From an optimization exercise on the open Yosys and OpenROAD flow, aimed at small area; shortcuts taken in it are not production practice. The RTL was checked by simulation tests, not by an equivalence proof against the original design. Power and IR drop assume default switching activity.

<file path="flow/run.sh">
#!/bin/bash
# The standard layout (standard.sh: ORFS synthesis to finish), with the
# ports buffered by the smallest buffer instead of the resizer's default pick.
# The whole make run's output is kept in standard.log.
set -o pipefail
export BUFFER_PORTS_ARGS="-buffer_cell sky130_fd_sc_hd__buf_1"
bash standard.sh > standard.log 2>&1
</file>
<file path="standard.sh">
#!/bin/bash
# synth_recipe.tcl (not shown) runs the flow's synth.tcl, then flattens the netlist and writes it again
# the make line also repeats each setting of config.mk as NAME=value (left out here)
make -C /OpenROAD-flow-scripts/flow DESIGN_CONFIG=/design/flow/config.mk WORK_HOME=/design/flow/orfs CLKGATE_MAP_FILE= SYNTH_SCRIPT=/design/flow/synth_recipe.tcl "${@:-finish}"
</file>
<file path="config.mk">
export PLATFORM = sky130hd
export DESIGN_NAME = id_stage_pipe
export DESIGN_NICKNAME = id_stage_pipe
export VERILOG_FILES = /design/flow/design.v
export SDC_FILE = /design/flow/constraint.sdc
export NUM_CORES = 4
export LEC_CHECK = 0
export CAP_MARGIN = 20
export CORE_MARGIN = 2
export CORE_UTILIZATION = 55
export CTS_CLUSTER_DIAMETER = 100
export CTS_CLUSTER_SIZE = 30
export SETUP_SLACK_MARGIN = 0.2
export SLEW_MARGIN = 20
export SYNTH_HIERARCHICAL = 1
export SYNTH_MINIMUM_KEEP_SIZE = 0
</file>
<file path="constraint.sdc">
create_clock -name core_clock -period 4.0 [get_ports {clk}]
set_input_delay 0.8000 -clock core_clock [delete_from_list [all_inputs] [get_ports {clk}]]
set_output_delay 0.8000 -clock core_clock [all_outputs]
set_load 0.01 [all_outputs]
</file>
<file path="design.v">
module id_stage_pipe #(
    parameter int DATA_W = 32,
    parameter int NREG   = 32,
    parameter int PC_W   = 32
) (
    input  logic              clk,
    input  logic              rst,
    input  logic              if_valid,
    input  logic [31:0]       instruction,
    input  logic [PC_W-1:0]   pc_in,
    input  logic              stall_in,
    input  logic              flush,
    input  logic              wb_we,
    input  logic [4:0]        wb_addr,
    input  logic [DATA_W-1:0] wb_data,
    input  logic              ex_mem_read,
    input  logic [4:0]        ex_rt_addr,
    output logic              hazard_stall,
    output logic              id_valid,
    output logic [DATA_W-1:0] rs_data,
    output logic [DATA_W-1:0] rt_data,
    output logic [4:0]        rs_addr,
    output logic [4:0]        rt_addr,
    output logic [4:0]        rd_addr,
    output logic [DATA_W-1:0] ext_imm,
    output logic [4:0]        shamt,
    output logic [5:0]        opcode,
    output logic [5:0]        funct,
    output logic [PC_W-1:0]   pc_out
);
    logic [DATA_W-1:0] r_regs [1:31];
    logic              r_id_valid;
    logic [3:0]        r_rs_hn, r_rt_hn;
    logic [7:0]        r_rs_ln, r_rt_ln;
    logic [15:0]       r_imm;
    logic [5:0]        r_opcode;
    logic [PC_W-1:0]   r_pc;
    logic [4:0]        w_rs;
    logic [4:0]        w_rt;
    logic              w_wr_en;
    logic              w_hazard;
    logic              w_zext;
    assign w_rs    = instruction[25:21];
    assign w_rt    = instruction[20:16];
    assign w_wr_en = wb_we && (wb_addr != 5'd0);
    assign w_hazard = !rst && if_valid && ex_mem_read && (ex_rt_addr != 5'd0) &&
                      ((ex_rt_addr == w_rs) || (ex_rt_addr == w_rt));
    assign hazard_stall = w_hazard;
    logic [DATA_W-1:0] w_wdata;
    logic [31:1]       w_row_en;
    assign w_wdata = rst ? '1 : ~wb_data;
    always_comb
        for (int i = 1; i < 32; i++)
            w_row_en[i] = rst || (w_wr_en && (wb_addr == 5'(i)));
    always_ff @(posedge clk)
        for (int i = 1; i < 32; i++)
            if (w_row_en[i])
                r_regs[i] <= w_wdata;
    logic        w_load;
    logic [3:0]  w_rs_hn_d, w_rt_hn_d;
    logic [7:0]  w_rs_ln_d, w_rt_ln_d;
    logic [15:0] w_imm_d;
    logic [5:0]  w_op_d;
    logic [PC_W-1:0] w_pc_d;
    assign w_load  = rst || !(stall_in || w_hazard);
    assign w_rs_hn_d = rst ? 4'b1110       : ~(4'b0001 << w_rs[4:3]);
    assign w_rs_ln_d = rst ? 8'b1111_1110  : ~(8'b0000_0001 << w_rs[2:0]);
    assign w_rt_hn_d = rst ? 4'b1110       : ~(4'b0001 << w_rt[4:3]);
    assign w_rt_ln_d = rst ? 8'b1111_1110  : ~(8'b0000_0001 << w_rt[2:0]);
    assign w_imm_d = rst ? '0 : instruction[15:0];
    assign w_op_d  = rst ? '0 : instruction[31:26];
    assign w_pc_d  = rst ? '0 : pc_in;
    always_ff @(posedge clk) begin
        if (rst)
            r_id_valid <= 1'b0;
        else if (!stall_in)
            r_id_valid <= !w_hazard && if_valid && !flush;
    end
    always_ff @(posedge clk) begin
        if (w_load) begin
            r_rs_hn   <= w_rs_hn_d;
            r_rs_ln   <= w_rs_ln_d;
            r_rt_hn   <= w_rt_hn_d;
            r_rt_ln   <= w_rt_ln_d;
            r_imm     <= w_imm_d;
            r_opcode  <= w_op_d;
            r_pc      <= w_pc_d;
        end
    end
    logic [31:1] w_rs_sel, w_rt_sel;
    logic        w_rs_s0n, w_rt_s0n;
    logic [DATA_W*31-1:0] w_flat;
    always_comb
        for (int i = 1; i < 32; i++)
            w_flat[(i-1)*DATA_W +: DATA_W] = r_regs[i];
    id_dec    u_rs_dec (.hn(r_rs_hn), .ln(r_rs_ln), .sel(w_rs_sel), .s0n(w_rs_s0n), .a(rs_addr));
    id_dec    u_rt_dec (.hn(r_rt_hn), .ln(r_rt_ln), .sel(w_rt_sel), .s0n(w_rt_s0n), .a(rt_addr));
    id_rdmux #(.W(DATA_W)) u_rs_mux (.d(w_flat), .sel(w_rs_sel), .s0n(w_rs_s0n), .q(rs_data));
    id_rdmux #(.W(DATA_W)) u_rt_mux (.d(w_flat), .sel(w_rt_sel), .s0n(w_rt_s0n), .q(rt_data));
    assign w_zext   = (r_opcode == 6'h0C) || (r_opcode == 6'h0D) || (r_opcode == 6'h0E);
    assign ext_imm  = {{16{r_imm[15] && !w_zext}}, r_imm};
    assign id_valid = r_id_valid;
    assign rd_addr  = r_imm[15:11];
    assign shamt    = r_imm[10:6];
    assign opcode   = r_opcode;
    assign funct    = r_imm[5:0];
    assign pc_out   = r_pc;
endmodule
module id_dec (
    input  logic [3:0]  hn,
    input  logic [7:0]  ln,
    output logic [31:1] sel,
    output logic        s0n,
    output logic [4:0]  a
);
    always_comb
        for (int i = 1; i < 32; i++)
            sel[i] = !(hn[i/8] || ln[i%8]);
    assign s0n  = hn[0] || ln[0];
    assign a[4] = !(hn[2] && hn[3]);
    assign a[3] = !(hn[1] && hn[3]);
    assign a[2] = !(ln[4] && ln[5] && ln[6] && ln[7]);
    assign a[1] = !(ln[2] && ln[3] && ln[6] && ln[7]);
    assign a[0] = !(ln[1] && ln[3] && ln[5] && ln[7]);
endmodule
module id_rdmux #(
    parameter int W = 32
) (
    input  logic [W*31-1:0] d,
    input  logic [31:1]     sel,
    input  logic            s0n,
    output logic [W-1:0]    q
);
    for (genvar b = 0; b < W; b++) begin : g_bit
        logic [30:0] col;
        for (genvar i = 0; i < 31; i++) begin : g_col
            assign col[i] = d[i*W + b];
        end
        id_rdbit u_bit (.dn(col), .s(sel), .s0n(s0n), .q(q[b]));
    end
endmodule
module id_rdbit (
    input  logic [30:0] dn,
    input  logic [31:1] s,
    input  logic        s0n,
    output logic        q
);
    logic [10:0] n;
    logic [2:0]  h;
    for (genvar g = 0; g < 10; g++) begin : g_aoi
        id_aoi222 u_aoi (.a1(dn[3*g]), .a2(s[3*g+1]), .b1(dn[3*g+1]), .b2(s[3*g+2]),
                         .c1(dn[3*g+2]), .c2(s[3*g+3]), .y(n[g]));
    end
    id_nand2 u_n2  (.a(dn[30]), .b(s[31]), .y(n[10]));
    id_nand4 u_h0  (.a(n[0]), .b(n[1]), .c(n[2]), .d(n[3]), .y(h[0]));
    id_nand4 u_h1  (.a(n[4]), .b(n[5]), .c(n[6]), .d(n[7]), .y(h[1]));
    id_nand4 u_h2  (.a(n[8]), .b(n[9]), .c(n[10]), .d(s0n), .y(h[2]));
    id_nor3  u_q   (.a(h[0]), .b(h[1]), .c(h[2]), .y(q));
endmodule
module id_aoi222 (
    input  logic a1, a2, b1, b2, c1, c2,
    output logic y
);
    assign y = !((a1 && a2) || (b1 && b2) || (c1 && c2));
endmodule
module id_nand2 (
    input  logic a, b,
    output logic y
);
    assign y = !(a && b);
endmodule
module id_nand4 (
    input  logic a, b, c, d,
    output logic y
);
    assign y = !(a && b && c && d);
endmodule
module id_nor3 (
    input  logic a, b, c,
    output logic y
);
    assign y = !(a || b || c);
endmodule
</file>
==> flow_metrics.env, run 1 <==
export IMPL_status="complete, no violations"
export IMPL_synth_top_family_by_area="compound AO/OA/AOI/OAI gates"
export IMPL_synth_area_mux_share_pct=0
export IMPL_async_reset_ff_share_pct=0
export IMPL_period_share_pct=97.2
export IMPL_cts_made_buffers=42
export IMPL_initial_core_util_pct=55.7
export IMPL_ys_flop_type="edfxtp_1"
export IMPL_end_kind="primary output"
export IMPL_ys_seq_area_share_pct=75.8
export IMPL_grt_pass1_wl_um=229000
export IMPL_crit_arrival_ns=3.09
export IMPL_fp_dieArea_um2=79400
export IMPL_rows=101
export IMPL_first_pass_iters=13
export IMPL_port_buffers=274
export IMPL_crit_slowest_cell="edfxtp_1"
export IMPL_coreArea_um2=76200
export IMPL_cts_tree="done"
export IMPL_yosysTopAreaCellShare_pct=75.7
export IMPL_ys_warn_count=9
export IMPL_power_leakage_nw=15.5
export IMPL_cpMostUsedCell="buf_4"
export IMPL_hp_start="instruction[1]"
export IMPL_drive_above_1_share_pct=15.6
export IMPL_worstSetupStartpointType="register"
export IMPL_fin_crit_ns=3.89
export IMPL_grt_max_degree=64
export IMPL_globalRouteOverflowTotal=0
export IMPL_htreeDepth=2
export IMPL_hold_viol=0
export IMPL_p_comb_share_pct=16.5
export IMPL_synth_distinct_cells=29
export IMPL_root_buffer="clkbuf_16"
export IMPL_ant_nets=0
export IMPL_drt_wirelength_per_cell_um=44.0
export IMPL_syn_area_per_cell_um2=17.8
export IMPL_yosys_area_share_simple_pct=7.80
export IMPL_relSlewSlack_pct=24.3
export IMPL_setup_violations_final=0
export IMPL_cp_startpoint="r_rs_ln[3]"
export IMPL_max_stage_delay_ns=0.49
export IMPL_fmax_mhz=257
export IMPL_synth_top_area_cell="edfxtp_1"
export IMPL_die_w_um=282
export IMPL_p_seq_share_pct=60.4
export IMPL_fin_skew_ns=0
export IMPL_worst_ep_required_time_ns=3.20
export IMPL_synth_xor_area_share_pct=0.206
export IMPL_whs_ns=0.447
export IMPL_crit_type="reg -> out"
export IMPL_critical_path_top_delay_family="buffers and inverters"
export IMPL_path_buf_inv=3
export IMPL_ys_seq_elements=1071
export IMPL_via_per_inst=8.27
export IMPL_r2r_start="r_id_valid"
export IMPL_final_nets=2974
export IMPL_crit_chain="buf_4 > nor2_4 > buf_4 > a222oi_1 > nand4_1 > nor3_2 > buf_1"
export IMPL_num_vias=32300
export IMPL_p_sw_share_pct=28.5
export IMPL_crit_fanout=13
export IMPL_route_detailed_drc=0
export IMPL_ctsHoldBuffers=0
export IMPL_synthTopCellsByArea="edfxtp_1 76%, a222oi_1 15%, nand4_1 2.9%, nor3_2 1.5%, nand2_1 1.2%"
export IMPL_drt_iter0_markers=9017
export IMPL_dp_cells=3795
export IMPL_synthToLayoutAreaGrowth_pct=14.9
export IMPL_netSwitchingPower_mw=6.58
export IMPL_synth_common_cells="1070 x edfxtp_1, 640 x a222oi_1, 200 x nand4_1, 139 x nand2_1, 79 x nor2_1"
export IMPL_globalplace_congestion=0.914
export IMPL_cts_buffer_depth=3
export IMPL_cts_sinks=1071
export IMPL_reg2reg_setup_slack_ns=3.39
export IMPL_synth_area_um2=42400
export IMPL_synth_adder_area_share_pct=0
export IMPL_p_clk_share_pct=23.1
export IMPL_synth_edf_count=1070
export IMPL_synth_compound_area_share_pct=15.4
export IMPL_ios=275
export IMPL_clk_latency_ns=0.61
export IMPL_rsz0062_at_grt="yes"
export IMPL_synth_most_common_cell="edfxtp_1"
export IMPL_grt_pass1_vias=30800
export IMPL_die_y_um=282
export IMPL_groute_usage_overall_pct=41.8
export IMPL_hp_class="in -> reg"
export IMPL_syn_nets=2490
export IMPL_hpwl_um=103000
export IMPL_fin_cells=3900
export IMPL_max_cap_viol_count=0
export IMPL_slew_violations=0
export IMPL_p_int_mw=16.5
export IMPL_antenna_found_initial=4
export IMPL_vdd_drop_max_uv=360
export IMPL_synth_cells=2377
export IMPL_tightest_slew_ns=1.13
export IMPL_clk_pin_slew_ns=0.12
export IMPL_wl_um=171000
export IMPL_p_per_area_nw_per_um2=474
## modules after synthesis (local to each module, per instance), a selection
module / cell area (um^2) / copies in the design / cells inside / flip-flops and latches
id_dec: 169 / 2 / 41 / 0
id_nand4: 6.26 / 192 / 1 / 0
id_stage_pipe: 33600 / 1 / 1335 / 1071
id_nor3: 10.0 / 64 / 1 / 0
id_nand2: 3.75 / 64 / 1 / 0
id_aoi222: 10.0 / 640 / 1 / 0
## stage by stage
| stage | setup TNS (ns) | cell area [um^2] | setup WS, ns | utilization, % | power, mW |
|---|---|---|---|---|---|
| 2_1_floorplan | -4.24 | 42400 | -0.0442 | - | 15.7 |
| 3_3_place_gp | 0 | 46800 | 0.685 | 61.4 | 17.5 |
| 3_5_place_dp | 0 | 46800 | 0.659 | 61.4 | 17.6 |
| 4_1_cts | 0 | 48200 | 0.206 | 63.3 | 22.7 |
| 5_1_grt | 0 | 48700 | 0.184 | 63.9 | 23.5 |
| 6_report | 0 | 48700 | 0.113 | 63.9 | 23.1 |
## registers in the layout (all words and copies together) (netlist names), 4 cells and up
register	cells
r_pc	32
r_rs_ln	8
r_regs	992
r_rs_hn	4
r_imm	16
r_rt_ln	8
r_opcode	6
r_rt_hn	4
## placed cells by master (no fill, tap or decap), types with 6 or more instances in the layout
cell / instances
buf_12: 48
a222oi_1: 640
nand2_2: 25
nand3_1: 16
clkbuf_16: 49
nand4_1: 200
buf_8: 7
nor2_1: 17
nand2b_1: 6
nor2b_1: 63
edfxtp_1: 1070
buf_6: 7
nor3_2: 61
o21ai_4: 14
xor2_1: 6
nand2_1: 114
buf_1: 268
nor2_4: 62
buf_4: 154
## power groups by stage
| stage | sequential [mW] | clock [mW] | combinational (mW) |
|---|---|---|---|
| 2_1_floorplan | 14.1 | 0 | 1.64 |
| 3_3_place_gp | 14.1 | 0 | 3.39 |
| 3_5_place_dp | 14.2 | 0 | 3.42 |
| 4_1_cts | 13.9 | 5.31 | 3.50 |
| 5_1_grt | 14.0 | 5.65 | 3.82 |
| 6_report | 13.9 | 5.32 | 3.82 |
## area by class of cell
cell class              count  area [um^2]
clock inverters             4         60.1
well taps                1030         1290
clock buffers              47         1090
repair buffers            495         3480
flip-flops and latches   1071        32200
fillers                  5438        27500
inverters                   2         10.0
diodes                      2         5.00
multi-input cells        1249        10600
## worst register-to-register path: cells and delay by family, from the launching register on
family / cells / cell delay, ns
flip-flops: 1 / 0.36
AND/OR/NAND/NOR: 1 / 0.07
AO/OA/AOI/OAI: 1 / 0.13
## path summary, 6_finish.rpt
kind | to | depth (start not counted)
min reg2reg | r_id_valid | 2
max | rs_data[11] | 7
max reg2reg | r_id_valid | 2
min | r_imm[1] | 2
## cells by family after synthesis
logic type | count (synthesis)
AO/OA/AOI/OAI | 659
AND/OR/NAND/NOR | 580
buffers and inverters | 57
flip-flops | 1071
XOR/XNOR | 10
## per-layer routing
layer  vias to the layer above  track usage (%)  share of wire, %
met5                         -                0             0.016
met4                         4             26.3               7.9
met3                       654             14.0                17
met2                      3322             61.5                43
met1                     16000             53.8                33
li1                      12300                -                 -
## what timing repair did
item | CTS | global route
cloned | 0 | 6
gates resized for setup | 2 | 22
pin swaps | 7 | 25
buffers inserted | 21 | 21
setup endpoints to repair | 55 | 33
==> inputs of run 2 (changes only) <==
--- a/design.v
+++ b/design.v
@@ -57,35 +57,57 @@
             if (w_row_en[i])
                 r_regs[i] <= w_wdata;
     logic        w_load;
-    logic [3:0]  w_rs_hn_d, w_rt_hn_d;
-    logic [7:0]  w_rs_ln_d, w_rt_ln_d;
-    logic [15:0] w_imm_d;
-    logic [5:0]  w_op_d;
-    logic [PC_W-1:0] w_pc_d;
-    assign w_load  = rst || !(stall_in || w_hazard);
-    assign w_rs_hn_d = rst ? 4'b1110       : ~(4'b0001 << w_rs[4:3]);
-    assign w_rs_ln_d = rst ? 8'b1111_1110  : ~(8'b0000_0001 << w_rs[2:0]);
-    assign w_rt_hn_d = rst ? 4'b1110       : ~(4'b0001 << w_rt[4:3]);
-    assign w_rt_ln_d = rst ? 8'b1111_1110  : ~(8'b0000_0001 << w_rt[2:0]);
-    assign w_imm_d = rst ? '0 : instruction[15:0];
-    assign w_op_d  = rst ? '0 : instruction[31:26];
-    assign w_pc_d  = rst ? '0 : pc_in;
+    logic        w_ld;
+    logic        w_hold;
+    logic [3:0]  w_rs_hn_n, w_rt_hn_n;
+    logic [7:0]  w_rs_ln_n, w_rt_ln_n;
+    logic [15:0] w_imm_n;
+    logic [5:0]  w_op_n;
+    logic [PC_W-1:0] w_pc_n;
+    assign w_load = !(stall_in || w_hazard);
+    assign w_ld   = !rst && w_load;
+    assign w_hold = !rst && !w_load;
     always_ff @(posedge clk) begin
         if (rst)
             r_id_valid <= 1'b0;
         else if (!stall_in)
             r_id_valid <= !w_hazard && if_valid && !flush;
     end
+    for (genvar k = 0; k < 4; k++) begin : g_hn
+        if (k == 0) begin : g_z
+            id_ao22  u_rs (.a1(w_ld), .a2(w_rs[4:3] != 2'(k)), .b1(w_hold), .b2(r_rs_hn[k]), .y(w_rs_hn_n[k]));
+            id_ao22  u_rt (.a1(w_ld), .a2(w_rt[4:3] != 2'(k)), .b1(w_hold), .b2(r_rt_hn[k]), .y(w_rt_hn_n[k]));
+        end else begin : g_o
+            id_ao221 u_rs (.a1(w_load), .a2(w_rs[4:3] != 2'(k)), .b1(!w_load), .b2(r_rs_hn[k]), .c(rst), .y(w_rs_hn_n[k]));
+            id_ao221 u_rt (.a1(w_load), .a2(w_rt[4:3] != 2'(k)), .b1(!w_load), .b2(r_rt_hn[k]), .c(rst), .y(w_rt_hn_n[k]));
+        end
+    end
+    for (genvar k = 0; k < 8; k++) begin : g_ln
+        if (k == 0) begin : g_z
+            id_ao22  u_rs (.a1(w_ld), .a2(w_rs[2:0] != 3'(k)), .b1(w_hold), .b2(r_rs_ln[k]), .y(w_rs_ln_n[k]));
+            id_ao22  u_rt (.a1(w_ld), .a2(w_rt[2:0] != 3'(k)), .b1(w_hold), .b2(r_rt_ln[k]), .y(w_rt_ln_n[k]));
+        end else begin : g_o
+            id_ao221 u_rs (.a1(w_load), .a2(w_rs[2:0] != 3'(k)), .b1(!w_load), .b2(r_rs_ln[k]), .c(rst), .y(w_rs_ln_n[k]));
+            id_ao221 u_rt (.a1(w_load), .a2(w_rt[2:0] != 3'(k)), .b1(!w_load), .b2(r_rt_ln[k]), .c(rst), .y(w_rt_ln_n[k]));
+        end
+    end
+    for (genvar k = 0; k < 16; k++) begin : g_imm
+        id_ao22 u_f (.a1(w_ld), .a2(instruction[k]), .b1(w_hold), .b2(r_imm[k]), .y(w_imm_n[k]));
+    end
+    for (genvar k = 0; k < 6; k++) begin : g_op
+        id_ao22 u_f (.a1(w_ld), .a2(instruction[26+k]), .b1(w_hold), .b2(r_opcode[k]), .y(w_op_n[k]));
+    end
+    for (genvar k = 0; k < PC_W; k++) begin : g_pc
+        id_ao22 u_f (.a1(w_ld), .a2(pc_in[k]), .b1(w_hold), .b2(r_pc[k]), .y(w_pc_n[k]));
+    end
     always_ff @(posedge clk) begin
-        if (w_load) begin
-            r_rs_hn   <= w_rs_hn_d;
-            r_rs_ln   <= w_rs_ln_d;
-            r_rt_hn   <= w_rt_hn_d;
-            r_rt_ln   <= w_rt_ln_d;
-            r_imm     <= w_imm_d;
-            r_opcode  <= w_op_d;
-            r_pc      <= w_pc_d;
-        end
+        r_rs_hn  <= w_rs_hn_n;
+        r_rs_ln  <= w_rs_ln_n;
+        r_rt_hn  <= w_rt_hn_n;
+        r_rt_ln  <= w_rt_ln_n;
+        r_imm    <= w_imm_n;
+        r_opcode <= w_op_n;
+        r_pc     <= w_pc_n;
     end
     logic [31:1] w_rs_sel, w_rt_sel;
     logic        w_rs_s0n, w_rt_s0n;
@@ -181,3 +203,15 @@
 );
     assign y = !(a || b || c);
 endmodule
+module id_ao22 (
+    input  logic a1, a2, b1, b2,
+    output logic y
+);
+    assign y = (a1 && a2) || (b1 && b2);
+endmodule
+module id_ao221 (
+    input  logic a1, a2, b1, b2, c,
+    output logic y
+);
+    assign y = (a1 && a2) || (b1 && b2) || c;
+endmodule
==> run 2 against run 1 <==
Via count is 2.7% lower. Non-clock buffer count decreased by 88. Clock skew stayed put. Register-to-register slack worse by 0.44 ns. Utilization shrank 1.1 points. Highest routed layer is now met4. Global-route usage is 2.8 points lower. Cell count down 2.8%. Area after synthesis is 0.96% lower. Die area shrank 0.95%. Maximum frequency barely moved.
==> flow_metrics.env, run 2 <==
export IMPL_top_register="r_regs"
export IMPL_reg2reg_setup_slack_ns=2.95
export IMPL_crit_slowest_cell="nor2_2"
export IMPL_die_w_um=280
export IMPL_cts_sinks=1071
export IMPL_vdd_drop_max_uv=453
export IMPL_nFillCells=5514
export IMPL_fmax_mhz=257
export IMPL_largest_registers="r_regs (992), r_pc (32), r_imm (16)"
export IMPL_cts_made_buffers=42
export IMPL_antenna_found_initial=2
export IMPL_worst_ep_required_time_ns=3.20
export IMPL_syn_nets=2508
export IMPL_drt_wirelength_per_cell_um=42.4
export IMPL_rsz0062_at_grt="yes"
export IMPL_end_kind="primary output"
export IMPL_clk_latency_ns=0.63
export IMPL_coreArea_um2=75800
export IMPL_synth_edf_count=992
export IMPL_cts_buffer_depth=3
export IMPL_synthTopCellsByArea="edfxtp_1 71%, a222oi_1 15%, dfxtp_1 3.8%, nand4_1 3.0%, nor3_2 1.5%"
export IMPL_synth_top_area_cell="edfxtp_1"
export IMPL_root_buffer="clkbuf_16"
export IMPL_ys_flop_type="edfxtp_1"
export IMPL_crit_type="reg -> out"
export IMPL_clk_pin_slew_ns=0.11
export IMPL_die_y_um=280
export IMPL_drt_iter0_markers=8389
export IMPL_max_cap_viol_count=0
export IMPL_crit_chain="buf_4 > nor2_2 > a222oi_1 > nand4_1 > nor3_2 > buf_1"
export IMPL_yosysTopAreaCellShare_pct=70.9
export IMPL_rows=101
export IMPL_synth_most_common_cell="edfxtp_1"
export IMPL_hp_start="instruction[6]"
export IMPL_port_buffers=274
export IMPL_final_nets=2913
export IMPL_max_stage_delay_ns=0.90
export IMPL_grt_pass1_wl_um=217000
export IMPL_first_pass_iters=14
export IMPL_synth_area_um2=42000
export IMPL_synth_cells=2395
export IMPL_grt_max_degree=56
export IMPL_synthToLayoutAreaGrowth_pct=13.4
export IMPL_wl_um=161000
export IMPL_htreeDepth=2
export IMPL_largest_reg_flops=992
export IMPL_globalRouteOverflowTotal=0
export IMPL_cts_tree="done"
export IMPL_seq_area_um2=31400
export IMPL_r2r_start="r_rs_ln[1]"
export IMPL_multi_input_area_um2=11100
export IMPL_power_mw=22.0
export IMPL_power_leakage_nw=15.0
export IMPL_slew_violations=0
export IMPL_drive_above_1_share_pct=14.1
export IMPL_ys_warn_count=9
export IMPL_min_to="r_imm[6]"
export IMPL_ios=275
export IMPL_hp_class="in -> reg"
export IMPL_route_detailed_drc=0
export IMPL_period_share_pct=97.3
export IMPL_initial_core_util_pct=55.4
export IMPL_hold_path_cell_count=2
export IMPL_final_util_pct=62.8
export IMPL_status="complete, no violations"
export IMPL_async_reset_ff_share_pct=0
export IMPL_syn_area_per_cell_um2=17.5
export IMPL_ys_seq_area_share_pct=74.7
export IMPL_groute_usage_overall_pct=39.1
export IMPL_ys_seq_elements=1071
export IMPL_final_cell_mix="992 x edfxtp_1, 640 x a222oi_1, 274 x buf_1"
export IMPL_hold_viol=0
export IMPL_fin_crit_ns=3.89
export IMPL_via_per_inst=8.28
export IMPL_hpwl_um=93900
export IMPL_num_vias=31400
export IMPL_p_per_area_nw_per_um2=462
export IMPL_reg2reg_depth=2
export IMPL_crit_arrival_ns=3.09
export IMPL_fp_dieArea_um2=78600
export IMPL_worstSetupStartpointType="register"
export IMPL_synth_distinct_cells=35
export IMPL_layout_commonest_cell="edfxtp_1"
export IMPL_synth_common_cells="992 x edfxtp_1, 640 x a222oi_1, 200 x nand4_1, 134 x nand2_1, 79 x dfxtp_1"
export IMPL_grt_pass1_vias=30000
export IMPL_globalplace_congestion=1.00
export IMPL_reg2reg_to="r_rs_ln[1]"
export IMPL_setup_violations_final=0
export IMPL_fin_cells=3792
export IMPL_dp_cells=3712
export IMPL_fin_skew_ns=0
export IMPL_crit_fanout=16
export IMPL_ant_nets=0
export IMPL_tightest_slew_ns=1.32
export IMPL_relSlewSlack_pct=11.8
run 2: changes by cell type after synthesis, sizes merged, moves of 6 or more:
cell and change:
a22o +58, dfxtp +78, edfxtp -78, xor2 -6
nor2b -60, a221o +20, xnor2 +6, nor2 -8
run 2: power by group:
part           switching (mW)  internal (mW)
registers               0.552           13.3
logic                    2.04          0.733
clock network            3.34           2.08
total                    5.94           16.1
run 2: repair_timing:
action                                 in CTS  in global routing
hold buffers                                0                  0
resized for setup                          19                 19
pin swaps                                   9                 21
cloned                                      1                  7
setup buffers                               0                  2
endpoints found under the hold margin       0                  0
setup endpoints to repair                  64                 34
run 2: how the worst max path moves through the flow:
stage,start,endpoint,cells after the start
3_5_place_dp,r_rs_hn[0],rs_data[7],5
4_1_cts,r_rt_hn[1],rt_data[18],6
2_1_floorplan,wb_addr[0],r_regs[12][0],4
3_3_place_gp,r_rs_hn[0],rs_data[30],5
5_1_grt,r_rt_ln[5],rt_data[22],6
6_report,r_rs_hn[0],rs_data[27],6
run 2: per-module statistics from Yosys, one instance, submodules excluded, excerpt:
| module | cells inside | area, um^2 | flops+latches |
|---|---|---|---|
| id_nand2 | 1 | 3.75 | 0 |
| id_nor3 | 1 | 10.0 | 0 |
| id_ao22 | 1 | 8.76 | 0 |
| id_ao221 | 1 | 10.0 | 0 |
| id_stage_pipe | 1275 | 32500 | 1071 |
| id_dec | 41 | 169 | 0 |
| id_nand4 | 1 | 6.26 | 0 |
| id_aoi222 | 1 | 10.0 | 0 |
run 2: kinds of logic after synthesis:
kind of cell,count (synthesis),share of synthesized area [%]
AOI/OAI and AO/OA,743,17.3
DFF,1071,74.7
and+or+nand+nor,512,6.99
xor gates and xnor gates,10,0.208
buffers and inverters,59,0.828
run 2: critical path, delay by kind of cell (launching register included):
| kind | cells | cell delay (ns) |
|---|---|---|
| AND/OR/NAND/NOR | 3 | 1.37 |
| flip-flops | 1 | 0.46 |
| buffers and inverters | 2 | 0.36 |
| AO/OA/AOI/OAI | 1 | 0.26 |
run 2: per-stage QoR:
stage | worst slack (ns) | instance area [um^2] | hold slack, ns | TNS (ns)
after floorplan | -0.0999 | 42000 | 0.439 | -10.90
after global placement | 0.669 | 45500 | 0.451 | 0
after detailed placement | 0.610 | 45900 | 0.452 | 0
after CTS | 0.145 | 47200 | 0.349 | 0
after global routing | 0.145 | 47600 | 0.369 | 0
final | 0.110 | 47600 | 0.375 | 0
run 2: final cells by class:
type / count / share of cell area, %
clock buffers: 52 / 2.42
well taps: 978 / 2.57
diodes: 1 / 0.00525
inverters: 5 / 0.0447
flip-flops and latches: 1071 / 66.0
multi-input cells: 1273 / 23.3
repair buffers: 407 / 5.55
clock inverters: 5 / 0.105
run 2: metal layers:
layer | track usage [%] | up-vias | share of wire [%]
met1 | 52.0 | 15700 | 34
met4 | 23.3 | 0 | 6.4
met5 | 0 | - | 0
li1 | - | 12300 | -
met3 | 8.84 | 436 | 14
met2 | 59.2 | 2955 | 45
==> inputs of run 3 (changes only) <==
--- a/design.v
+++ b/design.v
@@ -46,16 +46,22 @@
     assign w_hazard = !rst && if_valid && ex_mem_read && (ex_rt_addr != 5'd0) &&
                       ((ex_rt_addr == w_rs) || (ex_rt_addr == w_rt));
     assign hazard_stall = w_hazard;
-    logic [DATA_W-1:0] w_wdata;
-    logic [31:1]       w_row_en;
-    assign w_wdata = rst ? '1 : ~wb_data;
+    logic [31:1]       w_row_wr, w_row_hold;
+    logic [DATA_W-1:0] w_regs_n [1:31];
     always_comb
-        for (int i = 1; i < 32; i++)
-            w_row_en[i] = rst || (w_wr_en && (wb_addr == 5'(i)));
+        for (int i = 1; i < 32; i++) begin
+            w_row_wr[i]   = !rst && w_wr_en && (wb_addr == 5'(i));
+            w_row_hold[i] = !rst && !(w_wr_en && (wb_addr == 5'(i)));
+        end
+    for (genvar i = 1; i < 32; i++) begin : g_row
+        for (genvar j = 0; j < DATA_W; j++) begin : g_bit
+            id_ao22 u_f (.a1(w_row_wr[i]), .a2(wb_data[j]), .b1(w_row_hold[i]), .b2(r_regs[i][j]),
+                         .y(w_regs_n[i][j]));
+        end
+    end
     always_ff @(posedge clk)
         for (int i = 1; i < 32; i++)
-            if (w_row_en[i])
-                r_regs[i] <= w_wdata;
+            r_regs[i] <= w_regs_n[i];
     logic        w_load;
     logic        w_ld;
     logic        w_hold;
@@ -110,15 +116,22 @@
         r_pc     <= w_pc_n;
     end
     logic [31:1] w_rs_sel, w_rt_sel;
-    logic        w_rs_s0n, w_rt_s0n;
     logic [DATA_W*31-1:0] w_flat;
     always_comb
         for (int i = 1; i < 32; i++)
             w_flat[(i-1)*DATA_W +: DATA_W] = r_regs[i];
-    id_dec    u_rs_dec (.hn(r_rs_hn), .ln(r_rs_ln), .sel(w_rs_sel), .s0n(w_rs_s0n), .a(rs_addr));
-    id_dec    u_rt_dec (.hn(r_rt_hn), .ln(r_rt_ln), .sel(w_rt_sel), .s0n(w_rt_s0n), .a(rt_addr));
-    id_rdmux #(.W(DATA_W)) u_rs_mux (.d(w_flat), .sel(w_rs_sel), .s0n(w_rs_s0n), .q(rs_data));
-    id_rdmux #(.W(DATA_W)) u_rt_mux (.d(w_flat), .sel(w_rt_sel), .s0n(w_rt_s0n), .q(rt_data));
+    id_dec u_rs_dec (.hn(r_rs_hn), .ln(r_rs_ln), .sel(w_rs_sel));
+    id_dec u_rt_dec (.hn(r_rt_hn), .ln(r_rt_ln), .sel(w_rt_sel));
+    id_rdmux #(.W(DATA_W)) u_rs_mux (.d(w_flat), .sel(w_rs_sel), .q(rs_data));
+    id_rdmux #(.W(DATA_W)) u_rt_mux (.d(w_flat), .sel(w_rt_sel), .q(rt_data));
+    assign rs_addr = {!(r_rs_hn[2] && r_rs_hn[3]), !(r_rs_hn[1] && r_rs_hn[3]),
+                      !(r_rs_ln[4] && r_rs_ln[5] && r_rs_ln[6] && r_rs_ln[7]),
+                      !(r_rs_ln[2] && r_rs_ln[3] && r_rs_ln[6] && r_rs_ln[7]),
+                      !(r_rs_ln[1] && r_rs_ln[3] && r_rs_ln[5] && r_rs_ln[7])};
+    assign rt_addr = {!(r_rt_hn[2] && r_rt_hn[3]), !(r_rt_hn[1] && r_rt_hn[3]),
+                      !(r_rt_ln[4] && r_rt_ln[5] && r_rt_ln[6] && r_rt_ln[7]),
+                      !(r_rt_ln[2] && r_rt_ln[3] && r_rt_ln[6] && r_rt_ln[7]),
+                      !(r_rt_ln[1] && r_rt_ln[3] && r_rt_ln[5] && r_rt_ln[7])};
     assign w_zext   = (r_opcode == 6'h0C) || (r_opcode == 6'h0D) || (r_opcode == 6'h0E);
     assign ext_imm  = {{16{r_imm[15] && !w_zext}}, r_imm};
     assign id_valid = r_id_valid;
@@ -131,26 +144,17 @@
 module id_dec (
     input  logic [3:0]  hn,
     input  logic [7:0]  ln,
-    output logic [31:1] sel,
-    output logic        s0n,
-    output logic [4:0]  a
+    output logic [31:1] sel
 );
     always_comb
         for (int i = 1; i < 32; i++)
             sel[i] = !(hn[i/8] || ln[i%8]);
-    assign s0n  = hn[0] || ln[0];
-    assign a[4] = !(hn[2] && hn[3]);
-    assign a[3] = !(hn[1] && hn[3]);
-    assign a[2] = !(ln[4] && ln[5] && ln[6] && ln[7]);
-    assign a[1] = !(ln[2] && ln[3] && ln[6] && ln[7]);
-    assign a[0] = !(ln[1] && ln[3] && ln[5] && ln[7]);
 endmodule
 module id_rdmux #(
     parameter int W = 32
 ) (
     input  logic [W*31-1:0] d,
     input  logic [31:1]     sel,
-    input  logic            s0n,
     output logic [W-1:0]    q
 );
     for (genvar b = 0; b < W; b++) begin : g_bit
@@ -158,26 +162,25 @@
         for (genvar i = 0; i < 31; i++) begin : g_col
             assign col[i] = d[i*W + b];
         end
-        id_rdbit u_bit (.dn(col), .s(sel), .s0n(s0n), .q(q[b]));
+        id_rdbit u_bit (.d(col), .s(sel), .q(q[b]));
     end
 endmodule
 module id_rdbit (
-    input  logic [30:0] dn,
+    input  logic [30:0] d,
     input  logic [31:1] s,
-    input  logic        s0n,
     output logic        q
 );
     logic [10:0] n;
     logic [2:0]  h;
     for (genvar g = 0; g < 10; g++) begin : g_aoi
-        id_aoi222 u_aoi (.a1(dn[3*g]), .a2(s[3*g+1]), .b1(dn[3*g+1]), .b2(s[3*g+2]),
-                         .c1(dn[3*g+2]), .c2(s[3*g+3]), .y(n[g]));
-    end
-    id_nand2 u_n2  (.a(dn[30]), .b(s[31]), .y(n[10]));
+        id_aoi222 u_aoi (.a1(d[3*g]), .a2(s[3*g+1]), .b1(d[3*g+1]), .b2(s[3*g+2]),
+                         .c1(d[3*g+2]), .c2(s[3*g+3]), .y(n[g]));
+    end
+    id_nand2 u_n2  (.a(d[30]), .b(s[31]), .y(n[10]));
     id_nand4 u_h0  (.a(n[0]), .b(n[1]), .c(n[2]), .d(n[3]), .y(h[0]));
     id_nand4 u_h1  (.a(n[4]), .b(n[5]), .c(n[6]), .d(n[7]), .y(h[1]));
-    id_nand4 u_h2  (.a(n[8]), .b(n[9]), .c(n[10]), .d(s0n), .y(h[2]));
-    id_nor3  u_q   (.a(h[0]), .b(h[1]), .c(h[2]), .y(q));
+    id_nand3 u_h2  (.a(n[8]), .b(n[9]), .c(n[10]), .y(h[2]));
+    id_or3   u_q   (.a(h[0]), .b(h[1]), .c(h[2]), .y(q));
 endmodule
 module id_aoi222 (
     input  logic a1, a2, b1, b2, c1, c2,
@@ -197,11 +200,17 @@
 );
     assign y = !(a && b && c && d);
 endmodule
-module id_nor3 (
+module id_nand3 (
     input  logic a, b, c,
     output logic y
 );
-    assign y = !(a || b || c);
+    assign y = !(a && b && c);
+endmodule
+module id_or3 (
+    input  logic a, b, c,
+    output logic y
+);
+    assign y = a || b || c;
 endmodule
 module id_ao22 (
     input  logic a1, a2, b1, b2,
==> run 3 against run 2 <==
First-iteration DRC count rose by 40%. Largest cell class unchanged. Cell count rose by 29%. Hold slack got worse by 0.062 ns. Routed wire length rose by 24%. Power fell by 17%. Cell area fell by 0.69%. Clock-buffer cell count fell by 8. The layout now fails its checks (setup timing).
==> flow_metrics.env, run 3 <==
export IMPL_status="finished with violations"
export IMPL_violations="setup timing"
export IMPL_relSlewSlack_pct=10.6
export IMPL_final_cell_mix="1050 x a22o_1, 1050 x dfxtp_1, 640 x a222oi_1"
export IMPL_tightest_slew_ns=1.34
export IMPL_max_stage_delay_ns=1.03
export IMPL_cts_sinks=1071
export IMPL_synth_cells=3387
export IMPL_crit_fanout=32
export IMPL_drt_wirelength_per_cell_um=40.8
export IMPL_syn_nets=3500
export IMPL_ys_seq_area_share_pct=52.9
export IMPL_hpwl_um=114000
export IMPL_p_int_mw=13.2
export IMPL_max_cap_viol_count=0
export IMPL_synth_distinct_cells=38
export IMPL_crit_slowest_cell="nor2_4"
export IMPL_reg2reg_setup_slack_ns=2.99
export IMPL_synth_top_area_cell="dfxtp_1"
export IMPL_yosysTopAreaCellShare_pct=52.9
export IMPL_synthToLayoutAreaGrowth_pct=16.6
export IMPL_power_mw=18.2
export IMPL_wl_um=199000
export IMPL_top_register="r_regs"
export IMPL_ys_flop_type="dfxtp_1"
export IMPL_die_w_um=276
export IMPL_final_util_pct=64.8
export IMPL_path_buf_inv=1
export IMPL_netSwitchingPower_mw=5.00
export IMPL_crit_arrival_ns=3.29
export IMPL_groute_usage_overall_pct=48.9
export IMPL_critical_path_top_delay_family="simple AND/OR/NAND/NOR gates"
export IMPL_async_reset_ff_share_pct=0
export IMPL_globalplace_congestion=0.962
export IMPL_crit_chain="nor2_4 > a222oi_1 > nand4_1 > or3_1 > buf_1"
export IMPL_cts_buffer_depth=3
export IMPL_antenna_found_initial=13
export IMPL_ys_seq_elements=1071
export IMPL_cts_tree="done"
export IMPL_p_sw_share_pct=27.5
export IMPL_initial_core_util_pct=55.6
export IMPL_largest_reg_flops=992
export IMPL_synth_edf_count=0
export IMPL_rsz0062_at_grt="yes"
export IMPL_port_buffers=274
export IMPL_cp_startpoint="r_rs_hn[1]"
export IMPL_period_share_pct=102
export IMPL_die_y_um=276
export IMPL_final_nets=4020
export IMPL_ant_nets=0
export IMPL_clk_latency_ns=0.66
export IMPL_hold_path_cell_count=2
export IMPL_p_clk_share_pct=30.1
export IMPL_p_comb_share_pct=9.8
export IMPL_first_pass_iters=22
export IMPL_via_per_inst=8.78
export IMPL_htreeDepth=2
export IMPL_hp_class="in -> reg"
export IMPL_hold_viol=0
export IMPL_crit_type="reg -> out"
export IMPL_slew_violations=0
export IMPL_final_area_um2=47300
export IMPL_ctsHoldBuffers=0
export IMPL_whs_ns=0.312
export IMPL_place_area_um2=45200
export IMPL_rows=99
export IMPL_reg2reg_depth=2
export IMPL_drt_iter0_markers=11800
export IMPL_reg2reg_to="r_rt_ln[4]"
export IMPL_cts_made_buffers=42
export IMPL_synth_common_cells="1071 x dfxtp_1, 1050 x a22o_1, 640 x a222oi_1, 134 x nand4_1, 97 x nor2_1"
export IMPL_fin_skew_ns=0
export IMPL_vdd_drop_max_uv=579
export IMPL_synth_most_common_cell="dfxtp_1"
export IMPL_grt_pass1_vias=40000
export IMPL_largest_registers="r_regs (992), r_pc (32), r_imm (16)"
export IMPL_fp_dieArea_um2=75900
export IMPL_ios=275
export IMPL_drive_above_1_share_pct=12.0
export IMPL_setup_violations_final=2
export IMPL_finalWorstSetupSlack_ns=-0.0910
export IMPL_clk_pin_slew_ns=0.11
export IMPL_min_to="r_imm[4]"
export IMPL_worst_ep_required_time_ns=3.20
export IMPL_end_kind="primary output"
export IMPL_route_detailed_drc=0
export IMPL_hp_start="instruction[4]"
export IMPL_root_buffer="clkbuf_16"
export IMPL_worstSetupStartpointType="register"
export IMPL_coreArea_um2=73000
export IMPL_synthTopCellsByArea="dfxtp_1 53%, a22o_1 23%, a222oi_1 16%, nand4_1 2.1%, or3_1 1.0%"
export IMPL_num_vias=42800
export IMPL_grt_max_degree=59
export IMPL_fin_crit_ns=4.09
export IMPL_fmax_mhz=244
export IMPL_grt_pass1_wl_um=274000
export IMPL_synth_area_um2=40600
export IMPL_p_seq_share_pct=60.1
export IMPL_r2r_start="r_rt_ln[4]"
export IMPL_ys_warn_count=11
export IMPL_power_leakage_nw=16.9
export IMPL_globalRouteOverflowTotal=0
export IMPL_syn_area_per_cell_um2=12.0
export IMPL_p_per_area_nw_per_um2=385
run 3: changes by cell type in the layout (fill, tap and decap cells not counted), sizes merged, moves of 32 or more:
cell    change
nand2      -47
or3        +64
dfxtp     +992
buf       +109
nor3       -58
nand4      -66
nor2       +32
nand3      +59
edfxtp    -992
a22o      +992
run 3: final cells by class:
cell class | instances | area, um^2
sequential | 1071 | 21500
tap | 959 | 1200
fill | 5615 | 25700
inverter | 1 | 3.75
timing repair buffer | 520 | 3490
multi-input combinational | 2271 | 19900
clock inverter | 6 | 75.1
clock buffer | 44 | 1080
antenna | 4 | 10.0
run 3: cells by family (layout without fill, tap and decap cells):
| group | count (synthesis) | after routing | synth area share (%) |
|---|---|---|---|
| other | 0 | 4 | 0 |
| DFF | 1071 | 1071 | 52.9 |
| buffers and inverters | 57 | 571 | 0.978 |
| AOI/OAI and AO/OA | 1752 | 1752 | 39.6 |
| and+or+nand+nor | 497 | 509 | 6.39 |
| xor gates and xnor gates | 10 | 10 | 0.216 |
run 3: power groups by stage:
stage                     Sequential (mW)  Clock (mW)  Combinational, mW
after floorplan                      11.1           0              0.563
after global placement               11.1           0               1.48
after detailed placement             11.2           0               1.50
after CTS                            10.9        5.40               1.52
after global routing                 10.9        5.79               1.74
final                                10.9        5.49               1.78
run 3: worst max-delay path by stage:
| stage | endpoint | cells past startpoint |
|---|---|---|
| 3_5_place_dp | rs_data[2] | 6 |
| 2_1_floorplan | r_imm[0] | 6 |
| 5_1_grt | rs_data[5] | 5 |
| 3_3_place_gp | rs_data[2] | 6 |
| 6_report | rs_data[5] | 5 |
| 4_1_cts | rs_data[11] | 6 |
run 3: metal layers:
| metal | global-route usage [%] | up-vias | part of all wire [%] |
|---|---|---|---|
| li1 | - | 16500 | - |
| met1 | 59.8 | 20400 | 33 |
| met2 | 67.8 | 4611 | 40 |
| met3 | 20.1 | 1225 | 17 |
| met4 | 38.5 | 10 | 9.4 |
| met5 | 0.627 | - | 0.081 |
run 3: through the flow:
stage | TNS (ns) | setup slack, ns | std cells
after floorplan | 0 | 0.499 | 3387
after global placement | 0 | 0.572 | 4753
after detailed placement | 0 | 0.561 | 4754
after CTS | 0 | 0.163 | 4809
after global routing | 0 | 0.119 | 4875
final | -0.0992 | -0.0910 | 4876
run 3: per-module statistics from Yosys (local to each module, per instance), a selection:
module         flops+latches  times used
id_stage_pipe           1071           1
id_dec                     0           2
id_ao221                   0          20
id_aoi222                  0         640
id_ao22                    0        1050
id_nand4                   0         128
id_or3                     0          64
id_nand3                   0          64
id_nand2                   0          64
run 3: repair_timing:
action                                  CTS  global route
gates resized for setup                  33            56
setup buffers                             0            49
hold endpoints to repair                  0             0
pin swaps                                20            54
endpoints found under the setup margin   64            59
gates cloned                              5             9

-- afterwards: timing with drivers on the ports --
No port has a modelled driver above. Below, the same layouts with a new extraction and two added sets of constraints.
Step 1, drivers: a clkbuf_16 drives clk and a buf_2 each remaining input, both assumed.
Step 2 moves the port delays by t, midway between the first and last clock arrival at a register: inputs arrive t later, outputs are due t later. That takes back most of the time a late clock gives input paths.
Slacks: ideal / step 1 / step 2; pairs: ideal / step 1.
run | t, ns | slack for setup (ns) | hold slack, ns | latest minus earliest clock arrival (ns) | cell pins on the clock port's net
run 1 | 0.692 | 0.113 / 0.044 / 0.736 | 0.447 / 0.410 / 0.507 | 0.066 / 0.066 | 1
run 2 | 0.696 | 0.110 / 0.044 / 0.705 | 0.375 / 0.336 / 0.481 | 0.028 / 0.028 | 1
run 3 | 0.744 | -0.091 / -0.162 / 0.449 | 0.312 / 0.264 / 0.479 | 0.050 / 0.049 | 1
